From an optimization exercise on the open Yosys and OpenROAD flow, aimed at small area, a short achievable clock period and few clock cycles per item; shortcuts taken in it are not production practice.
Where RTL was checked, it was by simulation tests only, not by an equivalence proof against the original.
For runs 3 and 4, only the layout was checked, not whether the RTL still works.
Power is estimated from default activity; no workload was simulated.

==> design.v <==
package mscc_pkg;
  localparam int MAX_WIDTH  = 256;
  localparam int MAX_HEIGHT = 1024;
  localparam int MAX_LEVELS = 8;
  localparam int COL_W  = $clog2(MAX_WIDTH);
  localparam int ROW_W  = $clog2(MAX_HEIGHT);
  localparam int LVL_W  = 3;
  localparam int LCNT_W = 4;
  localparam int RW_W   = 11;
  localparam int THR_W  = 64;
  localparam int GRAY_W = 8;
  localparam int SUM_W  = 10;
  localparam int PROD_W = 20;
  localparam logic [SUM_W-1:0] GRAY_RECIP = SUM_W'(683);
  localparam int               GRAY_SHIFT = 11;
  localparam logic [LCNT_W-1:0] LEVEL_COUNT_RST = LCNT_W'(1);
  localparam logic [RW_W-1:0]   ROW_WIDTH_RST   = RW_W'(MAX_WIDTH);
  localparam logic [3:0] CODE_ALL_ABOVE = 4'hF;
  localparam logic [3:0] CODE_UNIFORM   = 4'h0;
  typedef enum logic [1:0] {
    CFG_LEVEL_COUNT = 2'd0,
    CFG_THRESHOLDS  = 2'd1,
    CFG_ROW_WIDTH   = 2'd2
  } cfg_idx_t;
endpackage
import mscc_pkg::*;
module marching_squares_cell_classifier_unit (
  input  logic                clk,
  input  logic                rst_n,
  input  logic                cfg_we,
  input  logic [1:0]          cfg_index,
  input  logic [THR_W-1:0]    cfg_data,
  input  logic                in_valid,
  output logic                in_ready,
  input  logic [7:0]          in_red,
  input  logic [7:0]          in_green,
  input  logic [7:0]          in_blue,
  input  logic                in_frame_start,
  output logic                out_valid,
  input  logic                out_ready,
  output logic [9:0]          out_cell_x,
  output logic [9:0]          out_cell_y,
  output logic [2:0]          out_level,
  output logic [3:0]          out_case_code,
  output logic                out_last
);
  logic [THR_W-1:0]  thresholds_r;
  logic [LVL_W-1:0]  lvl_last_r;    
  logic              lvl_one_r;     
  logic [COL_W-1:0]  wm1_r;         
  logic [COL_W-1:0]  wm2_r;         
  logic [RW_W-1:0]   cfg_w;
  logic [LCNT_W-1:0] cfg_l;
  logic [COL_W-1:0]  cfg_wm1;
  logic [COL_W-1:0]  cfg_wm2;
  logic [LVL_W-1:0]  cfg_lvl_last;
  assign cfg_w = cfg_data[RW_W-1:0];
  assign cfg_l = cfg_data[LCNT_W-1:0];
  always_comb begin
    if (cfg_w < RW_W'(2)) begin
      cfg_wm1 = COL_W'(1);
      cfg_wm2 = COL_W'(0);
    end else if (cfg_w > RW_W'(MAX_WIDTH)) begin
      cfg_wm1 = COL_W'(MAX_WIDTH - 1);
      cfg_wm2 = COL_W'(MAX_WIDTH - 2);
    end else begin
      cfg_wm1 = COL_W'(cfg_w - RW_W'(1));
      cfg_wm2 = COL_W'(cfg_w - RW_W'(2));
    end
    if (cfg_l == '0) begin
      cfg_lvl_last = '0;
    end else if (cfg_l > LCNT_W'(MAX_LEVELS)) begin
      cfg_lvl_last = LVL_W'(MAX_LEVELS - 1);
    end else begin
      cfg_lvl_last = LVL_W'(cfg_l - LCNT_W'(1));
    end
  end
  always_ff @(posedge clk) begin
    if (!rst_n) begin
      lvl_last_r   <= '0;
      lvl_one_r    <= 1'b1;
      thresholds_r <= '0;
      wm1_r        <= COL_W'(MAX_WIDTH - 1);
      wm2_r        <= COL_W'(MAX_WIDTH - 2);
    end else if (cfg_we) begin
      case (cfg_index)
        CFG_LEVEL_COUNT: begin
          lvl_last_r <= cfg_lvl_last;
          lvl_one_r  <= (cfg_lvl_last == '0);
        end
        CFG_THRESHOLDS:  thresholds_r <= cfg_data;
        CFG_ROW_WIDTH: begin
          wm1_r <= cfg_wm1;
          wm2_r <= cfg_wm2;
        end
        default: ;
      endcase
    end
  end
  logic [LVL_W-1:0] d_lvl_r;
  logic d_cell_r;      
  logic last_r;        
  logic skid_valid_r;
  logic out_valid_r;
  logic b_valid_r;
  logic adv_r;         
  logic push_r;        
  logic in_ready_r;    
  logic adv;
  logic fire;
  logic out_free;
  logic b_cell;
  logic d_cell_n, last_n, skid_valid_n, out_valid_n, b_valid_n, adv_n;
  assign adv      = adv_r;
  assign fire     = d_cell_r && !skid_valid_r;
  assign out_free = !out_valid_r || out_ready;
  assign in_ready = in_ready_r;
  always_comb begin
    d_cell_n     = d_cell_r;
    last_n       = last_r;
    skid_valid_n = skid_valid_r;
    out_valid_n  = out_valid_r;
    b_valid_n    = b_valid_r;
    if (adv) begin
      d_cell_n  = b_cell;
      last_n    = lvl_one_r;
      b_valid_n = in_valid && in_ready_r;
    end else if (fire) begin
      last_n    = (d_lvl_r + LVL_W'(1)) == lvl_last_r;
    end
    if (out_free) begin
      out_valid_n  = skid_valid_r || fire;
      skid_valid_n = 1'b0;
    end else if (fire) begin
      skid_valid_n = 1'b1;
    end
    if (!rst_n) begin
      d_cell_n     = 1'b0;
      skid_valid_n = 1'b0;
      out_valid_n  = 1'b0;
      b_valid_n    = 1'b0;
    end
    adv_n = !d_cell_n || (!skid_valid_n && last_n);
  end
  always_ff @(posedge clk) begin
    d_cell_r     <= d_cell_n;
    last_r       <= last_n;
    skid_valid_r <= skid_valid_n;
    out_valid_r  <= out_valid_n;
    b_valid_r    <= b_valid_n;
    adv_r        <= adv_n;
    in_ready_r   <= rst_n && adv_n;
    push_r       <= adv_n && b_valid_n;
  end
  logic             b_fs_r;
  logic [SUM_W-1:0] b_sum_r;
  logic [7:0]       csa_s;     
  logic [7:0]       csa_c;     
  assign csa_s = in_red ^ in_green ^ in_blue;
  assign csa_c = (in_red & in_green) | (in_red & in_blue) | (in_green & in_blue);
  always_ff @(posedge clk) begin
    if (adv) begin
      b_fs_r  <= in_frame_start;
      b_sum_r <= SUM_W'(csa_s) + SUM_W'({csa_c, 1'b0});
    end
  end
  logic [GRAY_W-1:0] b_gray;
  logic [2:0]        dg [5];
  logic [2:0]        rm [10];
  logic [2:0]        dg21;
  function automatic logic [2:0] m3add(input logic [2:0] a, input logic [2:0] b);
    m3add[0] = (a[0] & b[0]) | (a[1] & b[2]) | (a[2] & b[1]);
    m3add[1] = (a[0] & b[1]) | (a[1] & b[0]) | (a[2] & b[2]);
    m3add[2] = (a[0] & b[2]) | (a[1] & b[1]) | (a[2] & b[0]);
  endfunction
  function automatic logic [2:0] m3sub(input logic b, input logic [2:0] a);
    m3sub = b ? {a[2], a[0], a[1]} : {a[1], a[2], a[0]};
  endfunction
  always_comb begin
    for (int k = 0; k < 5; k++) begin
      dg[k][0] = (b_sum_r[2*k+1] == b_sum_r[2*k]);
      dg[k][1] = !b_sum_r[2*k+1] && b_sum_r[2*k];
      dg[k][2] = b_sum_r[2*k+1] && !b_sum_r[2*k];
    end
    dg21  = m3add(dg[2], dg[1]);
    rm[9] = {1'b0, b_sum_r[9], !b_sum_r[9]};
    rm[8] = dg[4];
    rm[6] = m3add(dg[4], dg[3]);
    rm[4] = m3add(rm[6], dg[2]);
    rm[2] = m3add(rm[6], dg21);
    rm[0] = 3'b001;
    rm[7] = m3sub(b_sum_r[7], rm[8]);
    rm[5] = m3sub(b_sum_r[5], rm[6]);
    rm[3] = m3sub(b_sum_r[3], rm[4]);
    rm[1] = m3sub(b_sum_r[1], rm[2]);
    for (int i = 0; i < GRAY_W; i++) begin
      b_gray[i] = rm[i+1][2] || (rm[i+1][1] && b_sum_r[i]);
    end
  end
  logic [COL_W-1:0] cm_r;
  logic [ROW_W-1:0] rm_r;
  logic             end_r;
  logic             over_r;
  logic [COL_W-1:0] x_m1;
  logic [ROW_W-1:0] y_m1;
  logic [COL_W-1:0] x_cur;
  logic [ROW_W-1:0] y_cur;
  logic             x_zero;
  logic             x_end;
  logic             push;
  assign push   = adv && b_valid_r;
  assign x_zero = b_fs_r || over_r;
  assign x_m1   = x_zero ? '1 : cm_r;
  assign y_m1   = b_fs_r ? '1 : rm_r;
  assign x_cur  = x_zero ? '0 : cm_r + COL_W'(1);
  assign y_cur  = b_fs_r ? '0 : rm_r + ROW_W'(1);
  assign x_end  = x_zero ? 1'b0 : end_r;
  assign b_cell = b_valid_r && (x_m1 != '1) && (y_m1 != '1);
  always_ff @(posedge clk) begin
    if (!rst_n) begin
      cm_r   <= '1;
      rm_r   <= '1;
      end_r  <= 1'b0;
      over_r <= 1'b0;
    end else if (push) begin
      cm_r   <= x_end ? '1 : x_cur;
      rm_r   <= x_end ? y_cur : y_m1;
      end_r  <= !x_end && (x_zero ? (wm1_r == COL_W'(1)) : (cm_r == wm2_r - COL_W'(1)));
      over_r <= 1'b0;
    end else begin
      end_r  <= (cm_r == wm2_r);
      over_r <= (cm_r != '1) && (cm_r >= wm1_r);
    end
  end
  logic [GRAY_W-1:0] d_ul_r, d_ll_r, d_ur_r, d_lr_r;
  logic [GRAY_W-1:0] lb_f2_r;
  logic [GRAY_W-1:0] seg0 [1];
  logic [GRAY_W-1:0] seg1 [2];
  logic [GRAY_W-1:0] seg2 [4];
  logic [GRAY_W-1:0] seg3 [8];
  logic [GRAY_W-1:0] seg4 [16];
  logic [GRAY_W-1:0] seg5 [32];
  logic [GRAY_W-1:0] seg6 [64];
  logic [GRAY_W-1:0] seg7 [128];
  logic [GRAY_W-1:0] m0, m1, m2, m3, m4, m5, m6, m7;
  assign m0 = wm2_r[0] ? seg0[0]   : d_lr_r;
  assign m1 = wm2_r[1] ? seg1[1]   : m0;
  assign m2 = wm2_r[2] ? seg2[3]   : m1;
  assign m3 = wm2_r[3] ? seg3[7]   : m2;
  assign m4 = wm2_r[4] ? seg4[15]  : lb_f2_r;
  assign m5 = wm2_r[5] ? seg5[31]  : m4;
  assign m6 = wm2_r[6] ? seg6[63]  : m5;
  assign m7 = wm2_r[7] ? seg7[127] : m6;
  always_ff @(posedge clk) begin
    if (push_r) begin
      seg0[0] <= d_lr_r;
      for (int i = 1; i < 2; i++)   seg1[i] <= seg1[i-1];
      seg1[0] <= m0;
      for (int i = 1; i < 4; i++)   seg2[i] <= seg2[i-1];
      seg2[0] <= m1;
      for (int i = 1; i < 8; i++)   seg3[i] <= seg3[i-1];
      seg3[0] <= m2;
      lb_f2_r <= m3;
      for (int i = 1; i < 16; i++)  seg4[i] <= seg4[i-1];
      seg4[0] <= lb_f2_r;
      for (int i = 1; i < 32; i++)  seg5[i] <= seg5[i-1];
      seg5[0] <= m4;
      for (int i = 1; i < 64; i++)  seg6[i] <= seg6[i-1];
      seg6[0] <= m5;
      for (int i = 1; i < 128; i++) seg7[i] <= seg7[i-1];
      seg7[0] <= m6;
    end
  end
  logic [COL_W-1:0]  d_x_r;
  logic [ROW_W-1:0]  d_y_r;
  logic [GRAY_W-1:0] d_thr_r;
  logic [LVL_W-1:0]  lvl_nxt;
  always_ff @(posedge clk) begin
    if (push) begin
      d_ul_r <= d_ur_r;
      d_ll_r <= d_lr_r;
      d_ur_r <= m7;
      d_lr_r <= b_gray;
      d_x_r  <= x_m1;
      d_y_r  <= y_m1;
    end
  end
  always_comb begin
    lvl_nxt = d_lvl_r;
    if (adv) begin
      lvl_nxt = '0;
    end else if (fire) begin
      lvl_nxt = d_lvl_r + LVL_W'(1);
    end
  end
  always_ff @(posedge clk) begin
    d_lvl_r <= lvl_nxt;
    d_thr_r <= thresholds_r[lvl_nxt*GRAY_W +: GRAY_W];
  end
  logic [3:0]        code_raw;
  logic [3:0]        code;
  logic [COL_W-1:0]  res_cx;
  logic [ROW_W-1:0]  res_cy;
  assign code_raw = {d_ul_r > d_thr_r, d_ll_r > d_thr_r, d_ur_r > d_thr_r, d_lr_r > d_thr_r};
  assign code     = (code_raw == CODE_ALL_ABOVE) ? CODE_UNIFORM : code_raw;
  assign res_cx   = d_x_r;
  assign res_cy   = d_y_r;
  logic [COL_W-1:0]  out_cx_r;
  logic [ROW_W-1:0]  out_cy_r;
  logic [2:0]        out_level_r;
  logic [3:0]        out_code_r;
  logic              out_last_r;
  logic [COL_W-1:0]  sk_cx_r;
  logic [ROW_W-1:0]  sk_cy_r;
  logic [2:0]        sk_level_r;
  logic [3:0]        sk_code_r;
  logic              sk_last_r;
  always_ff @(posedge clk) begin
    if (out_free) begin
      if (skid_valid_r) begin
        out_cx_r    <= sk_cx_r;
        out_cy_r    <= sk_cy_r;
        out_level_r <= sk_level_r;
        out_code_r  <= sk_code_r;
        out_last_r  <= sk_last_r;
      end else begin
        out_cx_r    <= res_cx;
        out_cy_r    <= res_cy;
        out_level_r <= d_lvl_r;
        out_code_r  <= code;
        out_last_r  <= last_r;
      end
    end
  end
  always_ff @(posedge clk) begin
    if (!skid_valid_r) begin
      sk_cx_r    <= res_cx;
      sk_cy_r    <= res_cy;
      sk_level_r <= d_lvl_r;
      sk_code_r  <= code;
      sk_last_r  <= last_r;
    end
  end
  assign out_valid     = out_valid_r;
  assign out_cell_x    = 10'(out_cx_r);
  assign out_cell_y    = out_cy_r;
  assign out_level     = out_level_r;
  assign out_case_code = out_code_r;
  assign out_last      = out_last_r;
endmodule
==> run.sh <==
#!/bin/bash
# synth_recipe.tcl (not shown) runs the flow's synth.tcl, then flattens the netlist and writes it again
# the make line also repeats each setting of config.mk as NAME=value (left out here)
make -C /OpenROAD-flow-scripts/flow DESIGN_CONFIG=/design/flow/config.mk WORK_HOME=/design/flow/orfs CLKGATE_MAP_FILE= SYNTH_SCRIPT=/design/flow/synth_recipe.tcl finish
==> config.mk <==
export PLATFORM = sky130hd
export DESIGN_NAME = marching_squares_cell_classifier_unit
export DESIGN_NICKNAME = marching_squares_cell_classifier_unit
export VERILOG_FILES = /design/flow/design.v
export SDC_FILE = /design/flow/constraint.sdc
export NUM_CORES = 4
export LEC_CHECK = 0
export ABC_CLOCK_PERIOD_IN_PS = 2500
export CAP_MARGIN = 20
export CORE_MARGIN = 2
export CORE_UTILIZATION = 62
export CTS_BUF_LIST = sky130_fd_sc_hd__clkbuf_16
export CTS_CLUSTER_DIAMETER = 75
export CTS_CLUSTER_SIZE = 30
export SETUP_SLACK_MARGIN = 5
export SLEW_MARGIN = 20
export SYNTH_MEMORY_MAX_BITS = 16384
==> constraint.sdc <==
create_clock -name core_clock -period 8.0 [get_ports {clk}]
set_input_delay 1.6000 -clock core_clock [delete_from_list [all_inputs] [get_ports {clk}]]
set_output_delay 1.6000 -clock core_clock [all_outputs]
set_load 0.01 [all_outputs]
==> results.sh, run 1 <==
export IMPL_nets=3616
export IMPL_final_setup_tns_ns=0
export IMPL_portBuffers=123
export IMPL_rr_endpoint="d_thr_r[4]"
export IMPL_cts_root_buffer="clkbuf_16"
export IMPL_grt_max_degree=220
export IMPL_worstMarginPinSlew_ns=1.08
export IMPL_worstHoldPathCells=0
export IMPL_final_area_um2=80000
export IMPL_max_freq_mhz=324
export IMPL_grt_remaining_overflow=0
export IMPL_syn_avg_cell_area_um2=22.6
export IMPL_cp_start_kind="input pin"
export IMPL_drt_wl_total_mm=102
export IMPL_synth_ff_type="edfxtp_1"
export IMPL_synthTopCellsByArea="edfxtp_1 87%, dfxtp_1 4.0%, mux2_2 1.1%, ha_1 1.1%, nand2_1 0.93%"
export IMPL_fin_crit_ns=3.09
export IMPL_first_pass_iters=5
export IMPL_async_flop_share=0
export IMPL_cts_buffers_inserted=96
export IMPL_yosys_register_bits=2284
export IMPL_synthDominantCellAreaShare=0.869
export IMPL_clk_insertion_delay_late_ns=0.73
export IMPL_synth_cell_types=76
export IMPL_syn_area_um2=73800
export IMPL_area_growth_pct=8.44
export IMPL_grt_pass1_wl_mm=157
export IMPL_r2r_cells=6
export IMPL_initial_utilization=0.625
export IMPL_finalClockSkew_ns=0.0353
export IMPL_final_setup_viol_count=0
export IMPL_hold_buffers=0
export IMPL_die_w_um=349
export IMPL_drive_gt1_frac=0.0894
export IMPL_ys_seq_area_frac=0.909
export IMPL_status="no timing/DRC/antenna violations"
export IMPL_drv_slew=0
export IMPL_cp_top_family="adder cells"
export IMPL_drt_iter0_drc=2913
export IMPL_num_vias=28300
export IMPL_cts_htree_levels=3
export IMPL_pin_count=126
export IMPL_diodes=0
export IMPL_crit_chain="buf_6 -> fa_1 -> ha_2 -> fa_2 -> a21o_1 -> a21oi_2 -> o21a_1 -> nor2_2 -> o21a_1"
export IMPL_holdPathEnd="seg7[36][7]"
export IMPL_dieHeight_um=349
export IMPL_antenna_found_initial=2
export IMPL_avgViaCountPerCell=5.62
export IMPL_synth_edf_count=2135
export IMPL_yosysTopAreaCell="edfxtp_1"
export IMPL_cts_sinks=2284
export IMPL_die_area_um2=122000
export IMPL_clkPwrFrac=0.290
export IMPL_syn_inst=3260
export IMPL_ff_latch_area_um2=67100
export IMPL_multi_input_area_um2=6280
export IMPL_hp_start="seg7[35][7]"
export IMPL_hpwlAfterDp_mm=53.9
export IMPL_crit_required_ns=8.48
export IMPL_grt_pass1_vias=26900
export IMPL_drcViolationCount=0
export IMPL_rr_startpoint="d_lvl_r[1]"
export IMPL_gp_congestion=0.816
export IMPL_rsz0062_at_grt="yes"
export IMPL_max_stage_delay_ns=0.47
export IMPL_cap_violations=0
export IMPL_netSwitchingPower_w=0.00406
export IMPL_yosysWarnings=11
export IMPL_crit_arrival_ns=3.57
export IMPL_path_class="input pin to register"
export IMPL_hold_viol=0
export IMPL_ir_worst_vdd_mv=0.227
export IMPL_regToRegSetupSlack_ns=5.20
export IMPL_path_common_cell="o21a_1"
export IMPL_rows=126
export IMPL_combPwrFrac=0.038
export IMPL_p_leak_nw=25.5
export IMPL_slowest_stage="fa_1"
export IMPL_period_share=0.386
export IMPL_dpl_cell_area_um2=76900
export IMPL_switching_share=0.202
export IMPL_power_density_nw_per_um2=251
export IMPL_critPathLaunch="in_red[1]"
export IMPL_coreArea_um2=118000
export IMPL_clkTransAtPathRegs_ns=0.10
export IMPL_cp_num_buf_inv=1
export IMPL_ant_nets=0
export IMPL_holdWs_ns=0.410
export IMPL_holdCritPathClass="register to register"
export IMPL_clock_path_buffers=3
export IMPL_slew_headroom=0.277
export IMPL_end_kind="register"
export IMPL_grt_usage=0.166
export IMPL_path_max_fanout=3
export IMPL_pwr_share_seq=0.673
export IMPL_wl_per_cell_um=20.3
export IMPL_internal_power_w=0.0160
export IMPL_cts_tree="built"
export IMPL_num_fill_cells=7344
-- registers in the layout (all words and copies together), names as in the netlist, 10 cells and up --
name          flops
seg1             16
rm_r             10
seg2             32
sk_cy_r          10
d_y_r            10
seg4            128
seg7           1024
seg3             64
out_cy_r         10
seg5            256
seg6            512
thresholds_r     64
b_sum_r          10
-- worst max path at each step --
stage | cells past startpoint | slack (ns) | end
after floorplan | 0 | -6.80 | lb_f2_r[0]
after global placement | 9 | 3.69 | b_sum_r[7]
after detailed placement | 9 | 3.67 | b_sum_r[7]
after CTS | 1 | 5.00 | out_cell_y[4]
after global routing | 9 | 4.94 | b_sum_r[9]
final | 9 | 4.91 | b_sum_r[9]
-- final cells by class --
cell class                 instances  share of cell area
clock buffer                      97              0.0303
tap                             1536              0.0240
inverter                          55             0.00263
multi-input combinational        854              0.0785
clock inverter                    53             0.00723
timing repair buffer             157              0.0186
sequential                      2284               0.839
-- per-stage QoR --
| step | total power [W] | utilization | std cells | setup slack (ns) |
|---|---|---|---|---|
| final | 0.0201 | 0.678 | 5036 | 4.91 |
| after global placement | 0.0145 | 0.651 | 4875 | 3.69 |
| after CTS | 0.0203 | 0.677 | 5034 | 5.00 |
| after detailed placement | 0.0145 | 0.651 | 4875 | 3.67 |
| after global routing | 0.0208 | 0.678 | 5036 | 4.94 |
| after floorplan | 0.0144 | - | 3261 | -6.80 |
-- cells in the mapped netlist, types with 5 or more instances --
library cell     n
a2111oi_1        8
a211oi_1        32
a21boi_0         7
a21boi_1        60
a21o_1          21
a21oi_1         34
a222oi_1         6
a31oi_1          5
and3_1           6
buf_1           12
buf_2            8
clkbuf_1        44
dfxtp_1        149
edfxtp_1      2135
fa_1             9
ha_1            63
inv_1           51
mux2_1          13
mux2_2          74
mux2i_1         11
nand2_1        182
nand2b_1         6
nand3_1         29
nand4_1         17
nor2_1          35
nor2b_1         12
nor3_1          13
nor3b_1          5
nor4_1           8
o211ai_1        18
o21a_1          29
o21ai_0         23
o21ai_1          6
o21bai_1         5
o22ai_1          9
or2_2            9
or3_1            5
xnor2_1         17
xor2_1          17
-- cell families after synthesis --
family / Yosys count / share of synthesized area
fa+ha+maj: 72 / 0.0131
xor+xnor: 35 / 0.00434
flops: 2284 / 0.909
buf+inv: 124 / 0.00683
compound gates: 294 / 0.0288
mux: 99 / 0.0151
other cells: 1 / 0.0000508
simple gates: 351 / 0.0223
-- repair_timing --
| action | CTS | global route |
|---|---|---|
| pin swaps | 15 | 12 |
| gates cloned | 1 | 0 |
| gates resized for setup | 126 | 30 |
| buffers inserted | 8 | 2 |
| endpoints found under the setup margin | 656 | 192 |
-- cells in the final DEF, fill, tap and decap left out, drive strengths merged, types with 35 or more instances in the layout --
| cell | Yosys | final |
|---|---|---|
| ha | 63 | 63 |
| nor2 | 35 | 35 |
| clkbuf | 44 | 104 |
| dfxtp | 149 | 149 |
| inv | 55 | 91 |
| edfxtp | 2135 | 2135 |
| clkdlybuf4s50 | 0 | 76 |
| mux2 | 87 | 87 |
| nand2 | 182 | 182 |
| buf | 25 | 56 |
| a21boi | 67 | 67 |
-- power groups by stage --
stage          clock network, W  logic, W  registers (W)
6_report                0.00582  0.000754         0.0135
5_1_grt                 0.00644  0.000836         0.0135
4_1_cts                 0.00609  0.000747         0.0135
3_5_place_dp                  0  0.000736         0.0138
3_3_place_gp                  0  0.000694         0.0138
2_1_floorplan                 0  0.000385         0.0140
-- routing by layer --
layer / wire [µm] / track usage / vias to the layer above
met2: 43800 / 0.233 / 507
met4: 2330 / 0.0443 / 0
met1: 52100 / 0.276 / 14600
li1: - / - / 13000
met3: 3970 / 0.0261 / 142
met5: 0 / 0 / -
Testbench counts, summed over its fixed seeds: cycles 89,986, results 87,749.
==> run 2, diff against run 1 <==
--- a/config.mk
+++ b/config.mk
@@ -12,4 +12,4 @@
 export CTS_BUF_LIST = sky130_fd_sc_hd__clkbuf_16
-export CTS_CLUSTER_DIAMETER = 75
-export CTS_CLUSTER_SIZE = 30
+export CTS_CLUSTER_DIAMETER = 60
+export CTS_CLUSTER_SIZE = 24
 export SETUP_SLACK_MARGIN = 5
==> results.sh, run 2 <==
export IMPL_syn_area_um2=73800
export IMPL_largest_register_ffs=1024
export IMPL_r2r_cells=2
export IMPL_slew_headroom=0.256
export IMPL_end_kind="register"
export IMPL_synth_top_cells_by_count="2135 x edfxtp_1, 182 x nand2_1, 149 x dfxtp_1"
export IMPL_power_density_nw_per_um2=264
export IMPL_diodes=0
export IMPL_top_regs="seg7: 1024 flops, seg6: 512 flops, seg5: 256 flops"
export IMPL_worstMarginPinSlew_ns=1.12
export IMPL_ir_worst_vdd_mv=0.221
export IMPL_cap_violations=0
export IMPL_synthDominantCellAreaShare=0.869
export IMPL_die_w_um=349
export IMPL_cts_tree="built"
export IMPL_yosysTopAreaCell="edfxtp_1"
export IMPL_nets=3658
export IMPL_initial_utilization=0.625
export IMPL_ff_latch_area_um2=67100
export IMPL_ys_seq_area_frac=0.909
export IMPL_switching_share=0.199
export IMPL_p_leak_nw=26.2
export IMPL_synth_most_common_cell="edfxtp_1"
export IMPL_synth_edf_count=2135
export IMPL_yosysWarnings=11
export IMPL_syn_avg_cell_area_um2=22.6
export IMPL_die_area_um2=122000
export IMPL_max_freq_mhz=328
export IMPL_largest_register="seg7"
export IMPL_clock_path_buffers=3
export IMPL_status="no timing/DRC/antenna violations"
export IMPL_regToRegSetupSlack_ns=5.16
export IMPL_hold_viol=0
export IMPL_critPathLaunch="in_blue[1]"
export IMPL_mostFrequentLayoutCell="edfxtp_1"
export IMPL_drt_iter0_drc=2701
export IMPL_avgViaCountPerCell=5.60
export IMPL_ant_nets=0
export IMPL_synth_ff_type="edfxtp_1"
export IMPL_combPwrFrac=0.035
export IMPL_cts_root_buffer="clkbuf_16"
export IMPL_pwr_share_seq=0.626
export IMPL_cp_start_kind="input pin"
export IMPL_drive_gt1_frac=0.108
export IMPL_rr_endpoint="seg6[62][5]"
export IMPL_num_vias=28600
export IMPL_grt_remaining_overflow=0
export IMPL_area_growth_pct=10.4
export IMPL_rsz0062_at_grt="yes"
export IMPL_num_fill_cells=7196
export IMPL_final_setup_tns_ns=0
export IMPL_grt_max_degree=220
export IMPL_crit_required_ns=8.51
export IMPL_syn_inst=3260
export IMPL_final_setup_viol_count=0
export IMPL_hold_buffers=0
export IMPL_final_core_util=0.690
export IMPL_period_share=0.381
export IMPL_antenna_found_initial=2
export IMPL_crit_arrival_ns=3.55
export IMPL_rows=126
export IMPL_drt_wl_total_mm=103
export IMPL_netSwitchingPower_w=0.00429
export IMPL_finalClockSkew_ns=0.0298
export IMPL_clk_insertion_delay_late_ns=0.74
export IMPL_grt_pass1_wl_mm=158
export IMPL_cts_sinks=2284
export IMPL_portBuffers=123
export IMPL_final_cell_mix="2135 x edfxtp_1, 181 x nand2_1, 145 x dfxtp_1"
export IMPL_yosys_register_bits=2284
export IMPL_synthTopCellsByArea="edfxtp_1 87%, dfxtp_1 4.0%, mux2_2 1.1%, ha_1 1.1%, nand2_1 0.93%"
export IMPL_synth_cell_types=76
export IMPL_grt_usage=0.168
export IMPL_clkTransAtPathRegs_ns=0.09
export IMPL_coreArea_um2=118000
export IMPL_wl_per_cell_um=20.2
export IMPL_cts_htree_levels=4
export IMPL_gp_congestion=0.816
export IMPL_holdCritPathClass="register to register"
export IMPL_path_max_fanout=3
export IMPL_async_flop_share=0
export IMPL_fin_crit_ns=3.05
export IMPL_rr_startpoint="push_r"
export IMPL_dieHeight_um=349
export IMPL_drcViolationCount=0
export IMPL_first_pass_iters=5
export IMPL_endpoint="b_sum_r[9]"
export IMPL_multi_input_area_um2=6280
export IMPL_internal_power_w=0.0173
export IMPL_clkPwrFrac=0.338
export IMPL_drv_slew=0
export IMPL_path_class="input pin to register"
export IMPL_cts_buffers_inserted=135
export IMPL_hpwlAfterDp_mm=53.9
export IMPL_pin_count=126
export IMPL_grt_pass1_vias=27300
[run 2: cell counts after synthesis]
Identical to the previous run, type by type.
[run 2: worst min path at each step]
stage                            from           to  slack [ns]  cells past startpoint
after floorplan            seg1[0][0]   seg1[1][0]        0.40                      0
after global placement    seg6[21][1]  seg6[22][1]        0.40                      0
after detailed placement   seg3[1][4]   seg3[2][4]        0.40                      0
after CTS                 seg5[27][0]  seg5[28][0]        0.40                      0
after global routing      seg5[27][0]  seg5[28][0]        0.41                      0
final                     seg5[27][0]  seg5[28][0]        0.40                      0
[run 2: layer usage]
layer  track usage  wire length [µm]  part of all wire  vias to the layer above
met4        0.0500              2240             0.022                        0
met2         0.234             44200              0.43                      576
met1         0.277             52300              0.51                    14700
li1              -                 -                 -                    13200
met5             0                 0                 0                        -
met3        0.0300              4630             0.045                      173
[run 2: power by group through the flow]
stage                     Sequential, W  Combinational [W]  Clock (W)
after floorplan                  0.0140           0.000385          0
after global placement           0.0138           0.000694          0
after detailed placement         0.0138           0.000736          0
after CTS                        0.0135           0.000746    0.00756
after global routing             0.0135           0.000841    0.00797
final                            0.0135           0.000761    0.00729
[run 2: logic make-up (layout without fill, tap and decap cells)]
| kind of cell | count (synthesis) | in the layout | synth area share |
|---|---|---|---|
| DFF | 2284 | 2284 | 0.909 |
| xor gates and xnor gates | 35 | 35 | 0.00434 |
| muxes | 99 | 100 | 0.0151 |
| AOI/OAI and AO/OA | 294 | 294 | 0.0288 |
| and+or+nand+nor | 351 | 351 | 0.0223 |
| buffers and inverters | 124 | 436 | 0.00683 |
| adders and majority gates | 72 | 72 | 0.0131 |
| other | 1 | 2 | 0.0000508 |
[run 2: worst max-delay path, stage by stage]
cell and delay [ns]:
buf_6 0.09, fa_1 0.47, ha_2 0.21, fa_2 0.38, a21o_1 0.20, a21oi_2 0.20
o21a_1 0.18, nor2_2 0.05, o21a_1 0.17
[run 2: area by class of cell]
cell class	count	area share
Clock buffer	139	0.0427
Tap cell	1536	0.0236
Sequential cell	2284	0.824
Timing Repair Buffer	160	0.0192
Inverter	55	0.00258
Clock inverter	82	0.0113
Multi-Input combinational cell	854	0.0771
[run 2: repair_timing]
item / CTS / global route
cloned: 1 / 0
setup buffers: 8 / 3
gates resized for setup: 135 / 27
pin swaps: 15 / 12
setup endpoints to repair: 655 / 217
[run 2: per-stage QoR]
step	setup WS [ns]	area [µm²]	cells	power [W]	hold WS, ns
after floorplan	-6.80	73800	3261	0.0144	0.400
after global routing	4.94	81500	5110	0.0223	0.408
after global placement	3.69	76900	4875	0.0145	0.402
after detailed placement	3.67	76900	4875	0.0145	0.405
final	4.95	81500	5110	0.0216	0.399
after CTS	4.99	81400	5105	0.0218	0.399
==> run 3, diff against run 2 <==
--- a/design.v
+++ b/design.v
@@ -107,3 +107,2 @@
   logic push_r;        
-  logic in_ready_r;    
   logic adv;
@@ -116,3 +115,3 @@
   assign out_free = !out_valid_r || out_ready;
-  assign in_ready = in_ready_r;
+  assign in_ready = adv_r;
   always_comb begin
@@ -126,3 +125,3 @@
       last_n    = lvl_one_r;
-      b_valid_n = in_valid && in_ready_r;
+      b_valid_n = in_valid;
     end else if (fire) begin
@@ -151,3 +150,2 @@
     adv_r        <= adv_n;
-    in_ready_r   <= rst_n && adv_n;
     push_r       <= adv_n && b_valid_n;
@@ -156,6 +154,2 @@
   logic [SUM_W-1:0] b_sum_r;
-  logic [7:0]       csa_s;     
-  logic [7:0]       csa_c;     
-  assign csa_s = in_red ^ in_green ^ in_blue;
-  assign csa_c = (in_red & in_green) | (in_red & in_blue) | (in_green & in_blue);
   always_ff @(posedge clk) begin
@@ -163,3 +157,3 @@
       b_fs_r  <= in_frame_start;
-      b_sum_r <= SUM_W'(csa_s) + SUM_W'({csa_c, 1'b0});
+      b_sum_r <= SUM_W'(in_red) + SUM_W'(in_green) + SUM_W'(in_blue);
     end
@@ -199,8 +193,8 @@
   end
-  logic [COL_W-1:0] cm_r;
-  logic [ROW_W-1:0] rm_r;
+  logic [COL_W-1:0] col_r;
+  logic [ROW_W-1:0] row_r;
   logic             end_r;
   logic             over_r;
-  logic [COL_W-1:0] x_m1;
-  logic [ROW_W-1:0] y_m1;
+  logic             colnz_r;
+  logic             rownz_r;
   logic [COL_W-1:0] x_cur;
@@ -210,24 +204,28 @@
   logic             push;
+  logic [ROW_W-1:0] y_inc;
   assign push   = adv && b_valid_r;
   assign x_zero = b_fs_r || over_r;
-  assign x_m1   = x_zero ? '1 : cm_r;
-  assign y_m1   = b_fs_r ? '1 : rm_r;
-  assign x_cur  = x_zero ? '0 : cm_r + COL_W'(1);
-  assign y_cur  = b_fs_r ? '0 : rm_r + ROW_W'(1);
+  assign x_cur  = x_zero ? '0 : col_r;
+  assign y_cur  = b_fs_r ? '0 : row_r;
   assign x_end  = x_zero ? 1'b0 : end_r;
-  assign b_cell = b_valid_r && (x_m1 != '1) && (y_m1 != '1);
+  assign y_inc  = y_cur + ROW_W'(1);
+  assign b_cell = b_valid_r && !x_zero && colnz_r && !b_fs_r && rownz_r;
   always_ff @(posedge clk) begin
     if (!rst_n) begin
-      cm_r   <= '1;
-      rm_r   <= '1;
-      end_r  <= 1'b0;
-      over_r <= 1'b0;
+      col_r   <= '0;
+      row_r   <= '0;
+      colnz_r <= 1'b0;
+      rownz_r <= 1'b0;
+      end_r   <= 1'b0;
+      over_r  <= 1'b0;
     end else if (push) begin
-      cm_r   <= x_end ? '1 : x_cur;
-      rm_r   <= x_end ? y_cur : y_m1;
-      end_r  <= !x_end && (x_zero ? (wm1_r == COL_W'(1)) : (cm_r == wm2_r - COL_W'(1)));
-      over_r <= 1'b0;
+      col_r   <= x_end ? '0 : x_cur + COL_W'(1);
+      row_r   <= x_end ? y_inc : y_cur;
+      colnz_r <= !x_end;
+      rownz_r <= x_end ? (y_cur != ROW_W'(MAX_HEIGHT - 1)) : !b_fs_r && rownz_r;
+      end_r   <= !x_end && (x_zero ? (wm1_r == COL_W'(1)) : (col_r == wm2_r));
+      over_r  <= 1'b0;
     end else begin
-      end_r  <= (cm_r == wm2_r);
-      over_r <= (cm_r != '1) && (cm_r >= wm1_r);
+      end_r   <= (col_r == wm1_r);
+      over_r  <= (col_r > wm1_r);
     end
@@ -283,4 +281,4 @@
       d_lr_r <= b_gray;
-      d_x_r  <= x_m1;
-      d_y_r  <= y_m1;
+      d_x_r  <= x_cur;
+      d_y_r  <= y_cur;
     end
@@ -305,4 +303,4 @@
   assign code     = (code_raw == CODE_ALL_ABOVE) ? CODE_UNIFORM : code_raw;
-  assign res_cx   = d_x_r;
-  assign res_cy   = d_y_r;
+  assign res_cx   = d_x_r - COL_W'(1);
+  assign res_cy   = d_y_r - ROW_W'(1);
   logic [COL_W-1:0]  out_cx_r;
==> results.sh, run 3 <==
export IMPL_cap_violations=0
export IMPL_ant_nets=0
export IMPL_holdWs_ns=0.407
export IMPL_p_leak_nw=23.9
export IMPL_ff_latch_area_um2=67100
export IMPL_drcViolationCount=0
export IMPL_yosysTopAreaCell="edfxtp_1"
export IMPL_synth_top_cells_by_count="2135 x edfxtp_1, 207 x nand2_1, 150 x dfxtp_1"
export IMPL_ys_seq_area_frac=0.912
export IMPL_synth_edf_count=2135
export IMPL_syn_area_um2=73600
export IMPL_drt_iter0_drc=2779
export IMPL_mostFrequentLayoutCell="edfxtp_1"
export IMPL_grt_max_degree=216
export IMPL_crit_required_ns=8.46
export IMPL_fin_cells=5098
export IMPL_path_max_fanout=2
export IMPL_cts_root_buffer="clkbuf_16"
export IMPL_rsz0062_at_grt="yes"
export IMPL_largest_register="seg7"
export IMPL_crit_chain="buf_6 -> fa_1 -> ha_2 -> fa_2 -> a21o_1 -> a21oi_2 -> o21bai_1 -> a21oi_2 -> nand2b_4 -> a21boi_2"
export IMPL_clkTransAtPathRegs_ns=0.08
export IMPL_holdCritPathClass="register to register"
export IMPL_dieHeight_um=348
export IMPL_area_growth_pct=10.6
export IMPL_slowest_stage="fa_1"
export IMPL_wl_per_cell_um=19.7
export IMPL_async_flop_share=0
export IMPL_cp_start_kind="input pin"
export IMPL_portBuffers=123
export IMPL_finalClockSkew_ns=0.0239
export IMPL_grt_remaining_overflow=0
export IMPL_synth_ff_type="edfxtp_1"
export IMPL_drive_gt1_frac=0.102
export IMPL_worstMarginPinSlew_ns=1.08
export IMPL_pin_count=126
export IMPL_die_w_um=348
export IMPL_die_area_um2=121000
export IMPL_avgViaCountPerCell=5.52
export IMPL_max_freq_mhz=327
export IMPL_path_common_cell="a21oi_2"
export IMPL_nets=3634
export IMPL_coreArea_um2=118000
export IMPL_period_share=0.382
export IMPL_grt_usage=0.164
export IMPL_initial_utilization=0.624
export IMPL_hpwlAfterDp_mm=53.3
export IMPL_cts_tree="built"
export IMPL_num_fill_cells=7229
export IMPL_grt_pass1_vias=27100
export IMPL_power_density_nw_per_um2=268
export IMPL_top_regs="seg7: 1024 flops, seg6: 512 flops, seg5: 256 flops"
export IMPL_path_class="input pin to register"
export IMPL_synthTopCellsByArea="edfxtp_1 87%, dfxtp_1 4.1%, ha_1 1.1%, nand2_1 1.1%, mux2_2 1.0%"
export IMPL_hold_viol=0
export IMPL_drt_wl_total_mm=100
export IMPL_clock_path_buffers=3
export IMPL_yosysWarnings=11
export IMPL_yosys_register_bits=2285
export IMPL_synthDominantCellAreaShare=0.872
export IMPL_gp_congestion=0.821
export IMPL_clk_insertion_delay_late_ns=0.73
export IMPL_multi_input_area_um2=6020
export IMPL_rows=126
export IMPL_hold_buffers=0
export IMPL_drv_slew=0
export IMPL_crit_arrival_ns=3.52
export IMPL_final_setup_tns_ns=0
export IMPL_syn_inst=3233
export IMPL_largest_register_ffs=1024
export IMPL_cts_htree_levels=4
export IMPL_max_stage_delay_ns=0.47
export IMPL_finalPower_w=0.0218
export IMPL_end_kind="register"
export IMPL_place_inst=4853
export IMPL_cts_sinks=2285
export IMPL_status="no timing/DRC/antenna violations"
export IMPL_synth_most_common_cell="edfxtp_1"
export IMPL_antenna_found_initial=4
export IMPL_synth_cell_types=67
export IMPL_num_vias=28100
export IMPL_grt_pass1_wl_mm=156
export IMPL_fin_crit_ns=3.06
export IMPL_slew_headroom=0.280
export IMPL_final_setup_viol_count=0
export IMPL_final_cell_mix="2135 x edfxtp_1, 207 x nand2_1, 148 x dfxtp_1"
export IMPL_syn_avg_cell_area_um2=22.8
export IMPL_cts_buffers_inserted=136
export IMPL_ir_worst_vdd_mv=0.208
export IMPL_first_pass_iters=7
[run 3: cell count changes in the layout (fill, tap and decap cells not counted), sizes merged, moves of 13 or more]
cell / delta
o21ai: +14
and2: +13
mux2: -20
o21a: -26
mux2i: +23
nand2: +27
a211oi: -31
[run 3: worst max-delay path, delay by kind of cell]
| kind | cells | cell delay [ns] |
|---|---|---|
| and+or+nand+nor | 1 | 0.15 |
| buffers and inverters | 1 | 0.09 |
| AOI/OAI and AO/OA | 5 | 0.65 |
| adders and majority gates | 3 | 1.01 |
[run 3: routing by layer]
metal / part of all wire / GRT usage / vias to the layer above / wire, µm
met5: 0.00013 / 0 / - / 13
met4: 0.022 / 0.0486 / 2 / 2240
met3: 0.035 / 0.0281 / 172 / 3470
met2: 0.44 / 0.233 / 457 / 44000
met1: 0.50 / 0.267 / 14500 / 50700
li1: - / - / 13000 / -
[run 3: cell type report]
cell class              instances  share of cell area
inverters                      56             0.00260
repair buffers                152              0.0183
multi-input cells             834              0.0740
clock inverters                94              0.0135
well taps                    1536              0.0236
diodes                          1           0.0000308
clock buffers                 140              0.0431
flip-flops and latches       2285               0.825
[run 3: logic make-up after synthesis]
family	synth area share
DFF	0.912
other	0.0000510
and+or+nand+nor	0.0233
buffers and inverters	0.00658
muxes	0.0152
xor gates and xnor gates	0.00619
AOI/OAI and AO/OA	0.0229
adders and majority gates	0.0133
[run 3: path summary, 6_finish.rpt]
kind / startpoint / cells past startpoint / endpoint / slack, ns
worst max-delay path: in_blue[1] / 10 / b_sum_r[9] / 4.94
worst min register to register: seg7[17][1] / 0 / seg7[18][1] / 0.41
worst max register to register: d_lvl_r[0] / 6 / d_thr_r[2] / 5.13
worst min-delay path: seg7[17][1] / 0 / seg7[18][1] / 0.41
[run 3: power breakdown]
| group | switching, W | internal, W | leakage, nW |
|---|---|---|---|
| sequential | 0.000140 | 0.0134 | 18.5 |
| combinational | 0.000508 | 0.000277 | 3.07 |
| clock | 0.00367 | 0.00382 | 2.29 |
[run 3: repair_timing]
item / in CTS / in global routing
setup endpoints to repair: 53 / 31
cloned: 1 / 0
setup buffers: 8 / 1
gates resized for setup: 138 / 22
pin swaps: 14 / 11
[run 3: metrics by stage]
step	setup WS, ns	area, µm²	util
2_1_floorplan	-6.80	73600	-
3_3_place_gp	3.65	76700	0.651
3_5_place_dp	3.62	76700	0.651
4_1_cts	4.82	81400	0.690
5_1_grt	4.90	81400	0.690
6_report	4.94	81400	0.690
==> run 4, diff against run 3 <==
--- a/config.mk
+++ b/config.mk
@@ -12,4 +12,4 @@
 export CTS_BUF_LIST = sky130_fd_sc_hd__clkbuf_16
-export CTS_CLUSTER_DIAMETER = 60
-export CTS_CLUSTER_SIZE = 24
+export CTS_CLUSTER_DIAMETER = 45
+export CTS_CLUSTER_SIZE = 30
 export SETUP_SLACK_MARGIN = 5
==> results.sh, run 4 <==
export IMPL_grt_usage=0.168
export IMPL_final_core_util=0.705
export IMPL_yosys_register_bits=2285
export IMPL_slew_headroom=0.258
export IMPL_synthTopCellsByArea="edfxtp_1 87%, dfxtp_1 4.1%, ha_1 1.1%, nand2_1 1.1%, mux2_2 1.0%"
export IMPL_grt_remaining_overflow=0
export IMPL_synth_edf_count=2135
export IMPL_syn_avg_cell_area_um2=22.8
export IMPL_first_pass_iters=6
export IMPL_place_inst=4853
export IMPL_die_w_um=348
export IMPL_antenna_found_initial=1
export IMPL_nets=3675
export IMPL_pin_count=126
export IMPL_rsz0062_at_grt="yes"
export IMPL_largest_register="seg7"
export IMPL_cts_root_buffer="clkbuf_16"
export IMPL_grt_max_degree=216
export IMPL_crit_required_ns=8.52
export IMPL_drv_slew=0
export IMPL_synth_ff_type="edfxtp_1"
export IMPL_yosysWarnings=11
export IMPL_dieHeight_um=348
export IMPL_finalClockSkew_ns=0.0368
export IMPL_drt_iter0_drc=2808
export IMPL_cp_top_family="adder cells"
export IMPL_num_fill_cells=7076
export IMPL_ys_seq_area_frac=0.912
export IMPL_async_flop_share=0
export IMPL_clk_insertion_delay_late_ns=0.80
export IMPL_final_area_um2=83100
export IMPL_cts_sinks=2285
export IMPL_status="no timing/DRC/antenna violations"
export IMPL_slowest_stage="fa_1"
export IMPL_syn_inst=3233
export IMPL_synth_top_cells_by_count="2135 x edfxtp_1, 207 x nand2_1, 150 x dfxtp_1"
export IMPL_avgViaCountPerCell=5.47
export IMPL_ir_worst_vdd_mv=0.228
export IMPL_cp_num_buf_inv=1
export IMPL_path_common_cell="a21oi_2"
export IMPL_largest_register_ffs=1024
export IMPL_final_cell_mix="2135 x edfxtp_1, 207 x nand2_1, 183 x clkbuf_16"
export IMPL_synth_most_common_cell="edfxtp_1"
export IMPL_cts_tree="built"
export IMPL_drive_gt1_frac=0.129
export IMPL_synthDominantCellAreaShare=0.872
export IMPL_synth_cell_types=67
export IMPL_cap_violations=0
export IMPL_max_stage_delay_ns=0.47
export IMPL_area_growth_pct=13.0
export IMPL_holdWs_ns=0.400
export IMPL_initial_utilization=0.624
export IMPL_path_class="input pin to register"
export IMPL_fin_cells=5192
export IMPL_end_kind="register"
export IMPL_syn_area_um2=73600
export IMPL_route_met3_wl_mm=3.75
export IMPL_coreArea_um2=118000
export IMPL_hold_viol=0
export IMPL_diodes=0
export IMPL_dr_wl_met2_mm=44.7
export IMPL_power_density_nw_per_um2=283
export IMPL_drcViolationCount=0
export IMPL_drt_wl_total_mm=102
export IMPL_max_freq_mhz=333
export IMPL_period_share=0.375
export IMPL_highest_layer="met4"
export IMPL_wl_per_cell_um=19.7
export IMPL_holdCritPathClass="register to register"
export IMPL_final_setup_viol_count=0
export IMPL_cp_start_kind="input pin"
export IMPL_rows=126
export IMPL_cts_buffers_inserted=175
export IMPL_yosysTopAreaCell="edfxtp_1"
export IMPL_hpwlAfterDp_mm=53.3
export IMPL_hold_buffers=0
export IMPL_p_leak_nw=24.7
export IMPL_worstMarginPinSlew_ns=1.11
export IMPL_mostFrequentLayoutCell="edfxtp_1"
export IMPL_gp_congestion=0.821
export IMPL_ant_nets=0
export IMPL_portBuffers=123
export IMPL_path_max_fanout=2
export IMPL_die_area_um2=121000
export IMPL_met1Wirelength_mm=51.7
export IMPL_crit_chain="buf_6 -> fa_1 -> ha_2 -> fa_2 -> a21o_1 -> a21oi_2 -> o21bai_1 -> a21oi_2 -> nand2b_4 -> a21boi_2"
export IMPL_grt_pass1_wl_mm=158
export IMPL_grt_pass1_vias=27600
export IMPL_num_vias=28400
export IMPL_clkTransAtPathRegs_ns=0.09
export IMPL_final_setup_tns_ns=0
export IMPL_crit_arrival_ns=3.52
export IMPL_dpl_cell_area_um2=76700
export IMPL_top_regs="seg7: 1024 flops, seg6: 512 flops, seg5: 256 flops"
export IMPL_cts_htree_levels=4
export IMPL_clock_path_buffers=3
export IMPL_fin_crit_ns=3.00
[run 4: cell counts after synthesis]
No cell type changed its count.
[run 4: per-layer routing]
layer | vias up | GRT usage
li1 | 13200 | -
met4 | 0 | 0.0559
met3 | 184 | 0.0323
met2 | 460 | 0.235
met5 | - | 0
met1 | 14600 | 0.272
[run 4: what timing repair did]
item                                    CTS  global route
endpoints found under the setup margin   50            30
gates resized for setup                 141            25
pin swaps                                12            11
cloned                                    1             0
buffers inserted                         10             1
[run 4: power by group]
group	total [W]	switching [W]	internal, W
clock	0.00915	0.00428	0.00486
sequential	0.0135	0.000141	0.0134
combinational	0.000784	0.000507	0.000277
[run 4: cell type report]
class,instances,area [µm²],area share
clock inverters,144,1690,0.0204
multi-input cells,834,6020,0.0725
well taps,1536,1920,0.0231
repair buffers,154,1530,0.0184
flip-flops and latches,2285,67100,0.808
clock buffers,183,4580,0.0551
inverters,56,211,0.00255
[run 4: path summary, 6_finish.rpt]
path,from,to,slack [ns],cells after the start
setup / recovery,in_red[1],b_sum_r[9],5.00,10
hold / removal,seg5[18][1],seg5[19][1],0.40,0
setup reg to reg,d_lvl_r[0],d_thr_r[2],5.15,6
hold reg to reg,seg5[18][1],seg5[19][1],0.40,0
[run 4: logic make-up after synthesis]
group,synth area share
mux,0.0152
other cells,0.0000510
buf+inv,0.00658
simple gates,0.0233
compound gates,0.0229
flops,0.912
xor+xnor,0.00619
fa+ha+maj,0.0133
[run 4: stage by stage]
step / setup slack [ns] / total power [W]
after floorplan: -6.80 / 0.0145
after global placement: 3.65 / 0.0146
final: 5.00 / 0.0235
after CTS: 4.96 / 0.0238
after global routing: 4.95 / 0.0243
after detailed placement: 3.62 / 0.0146
[run 4: worst reg2reg max path: stages, from the launching register on]
cell	delay (ns)
dfxtp_1	0.65
ha_1	0.34
xor2_1	0.44
nand3_1	0.16
a21oi_1	0.68
a22o_1	0.32
a221oi_1	0.09

==> re-timing with driven ports <==
The results above use ideal ports. As a check the final layouts listed here were re-extracted and re-timed, cells and wires unchanged. Step 1 assumes that a clkbuf_16 drives the clock port and a buf_2 every other input. Step 2 also shifts input and output timing later by t, the mid clock arrival at the registers, as if the neighbouring blocks saw the same clock. Slacks: ideal ports / drivers / drivers and shift; pairs: ideal ports / drivers.
run	t (ns)	setup WS [ns]	worst setup path at the end	latest minus earliest clock arrival (ns)	worst slew at a driven data input, ns
run 1	0.790	4.915 / 4.946 / 4.155	input to register	0.037 / 0.037	0.05
run 2	0.800	4.953 / 4.981 / 4.191	input to register	0.032 / 0.032	0.05
run 3	0.788	4.942 / 4.950 / 4.190	input to register	0.033 / 0.033	0.10
run 4	0.850	4.998 / 4.966 / 4.187	input to register	0.038 / 0.038	0.12
After both steps setup and hold are still met in every run listed. The setup slack of run 4, which loses most, moves by -0.032 ns with the drivers and by -0.811 ns with both steps.
